Background: an optimization exercise with open tools, aiming at small area, a short achievable clock period and few clock cycles per item. Do not read the settings as production practice. Function was checked by simulation only, so behaviour that the tests miss may differ from the original. Power and IR drop assume default switching activity.

// formant_peak_picker
module formant_peak_picker (
    input  logic                 i_clk,
    input  logic                 i_rst_n,
    input  logic                 i_cfg_we,
    input  logic [CFG_IDX_W-1:0] i_cfg_index,
    input  logic [CFG_W-1:0]     i_cfg_data,
    input  logic                 i_in_valid,
    output logic                 o_in_stall,
    input  logic [AMP_W-1:0]     i_amplitude,
    input  logic                 i_last_bin,
    output logic                 o_out_valid,
    input  logic                 i_out_stall,
    output logic [FREQ_W-1:0]    o_formant_frequency,
    output logic [SLOT_W-1:0]    o_formant_slot,
    output logic                 o_overflow
);
    localparam int QN = 3;
    logic [START_W-1:0] r_freq_start;
    logic [STEP_W-1:0]  r_freq_step;
    logic [MAX_W-1:0]   r_limit;         
    always_ff @(posedge i_clk) begin
        if (!i_rst_n) begin
            r_freq_start <= RST_FREQ_START;
            r_freq_step  <= RST_FREQ_STEP;
            r_limit      <= RST_MAX_FORMANT;
        end else if (i_cfg_we) begin
            case (i_cfg_index)
  ...
clock: 6.5 ns
lec_check: 0
cap_margin: 20
core_margin: 2
core_utilization: 65
place_density: 0.75
setup_slack_margin: 4.0
slew_margin: 20
run.sh (not shown) runs the stock make flow with config.mk's settings and CLKGATE_MAP_FILE= SYNTH_SCRIPT=/design/flow/synth_recipe.tcl, a recipe that flattens the netlist after the stock synthesis.
Testbench counts at the start, summed over its fixed seeds: cycles 32,783, bins 32,768.
Then changed:
Settings changed: ABC_AREA set to 1, SETUP_SLACK_MARGIN 4.0 to 4.25.
After rerunning: Clock skew is about the same. Power climbs by about 0.4%. Cell count climbs by 21%. Clock-buffer cell count drops by 3. Critical path depth climbs by 2. Routed wire length climbs by about 19%. Utilization climbs by 0.27 points. Setup slack improved by 0.38 ns.
Then changed:
==> flow/flow/run.sh (new file) <==
#!/bin/bash
# Standard layout (the standard.sh) with two changes: the synthesis maps
# with flow/abc_map.script instead of ORFS's ABC script (flow/synth.tcl is
# synth_recipe.tcl with that one substitution), and the port buffers are buf_1
# cells. The make output goes to standard.log; each tool's log is under orfs/logs.
set -e
here=$(pwd)
export BUFFER_PORTS_ARGS="-buffer_cell sky130_fd_sc_hd__buf_1"
export MY_ABC_SCRIPT=$here/flow/abc_map.script
sed "s#SYNTH_SCRIPT=[^ ]*#SYNTH_SCRIPT=$here/flow/synth.tcl#" standard.sh > my_standard.sh
grep -q "SYNTH_SCRIPT=$here/flow/synth.tcl" my_standard.sh
bash my_standard.sh > standard.log 2>&1
==> flow/flow/abc_map.script (new file) <==
&get -n
&st
&dch
&nf
&put
buffer -c
topo
stime -c
upsize -c
dnsize -c
==> flow/flow/synth.tcl (new file) <==
proc synth {args} { yosys synth -nofsm -noshare {*}$args }
set f [open $::env(SCRIPTS_DIR)/synth.tcl]
set txt [read $f]
close $f
set n [string first {log_cmd abc {*}$abc_args} $txt]
if { $n < 0 } { error "abc call not found in synth.tcl" }
set txt [string map [list {log_cmd abc {*}$abc_args} {log_cmd abc {*}[lreplace $abc_args 1 1 $::env(MY_ABC_SCRIPT)]}] $txt]
eval $txt
# left out here: clear keep_hierarchy, flatten, clean up, hide names made inside functions, write 1_2_yosys.v
==> flow/standard.sh (new file) <==
#!/bin/bash
# synth_recipe.tcl (not shown) runs the flow's synth.tcl, then flattens the netlist and writes it again
# the make line also repeats each setting of config.mk as NAME=value (left out here)
make -C /OpenROAD-flow-scripts/flow DESIGN_CONFIG=/design/flow/config.mk WORK_HOME=/design/flow/orfs CLKGATE_MAP_FILE= SYNTH_SCRIPT=/design/flow/synth_recipe.tcl "${@:-finish}"
Settings changed: ABC_AREA 1 to unset.
removed: flow/run.sh
Outcome: Core utilization climbs by 1.7 points; power climbs slightly; non-clock buffer count climbs by 6; wire length drops by about a fifth; maximum frequency drops by roughly a tenth; design area drops by a few percent.
Then changed:
==> flow/flow/run.sh (replaced) <==
#!/bin/bash
# Standard layout (the standard.sh), with the port buffers made as buf_1
# cells. The make output goes to standard.log; each tool's log is under orfs/logs.
export BUFFER_PORTS_ARGS="-buffer_cell sky130_fd_sc_hd__buf_1"
bash standard.sh > standard.log 2>&1
Settings changed: ABC_AREA set to 1.
removed: flow/flow/abc_map.script
removed: flow/flow/synth.tcl
The new run went through all stages and came out clean.
Non-clock buffer count went down by 25.
Setup slack gets better by 0.23 ns.
Combinational power went down by 16%.

-- static timing again, ports no longer ideal --
The results above use ideal ports. As a check the final layouts listed here were re-extracted and re-timed, cells and wires unchanged. Step 1 assumes that a clkbuf_16 drives the clock port and a buf_2 every other input. Step 2 times the ports against the registers' clock, not the clock port: input delays grow and output delays shrink by t, the midpoint of the rising clock arrivals with the driver on. Slacks: ideal / step 1 / step 2; pairs: ideal / step 1.
run	shift t [ns]	slack for setup (ns)	worst setup path after step 2	cell pins on the clock port's net
the first run	0.464	3.773 / 3.778 / 3.315	input to register	1
the second run	0.471	4.153 / 4.130 / 3.668	input to register	1
the third run	0.469	3.861 / 3.861 / 3.392	input to register	1
the fourth run	0.471	4.092 / 4.090 / 3.619	input to register	1
After both steps every run listed still meets setup and hold. The setup slack of the second run, which loses most, moves by -0.023 ns with the drivers and by -0.485 ns with both steps.
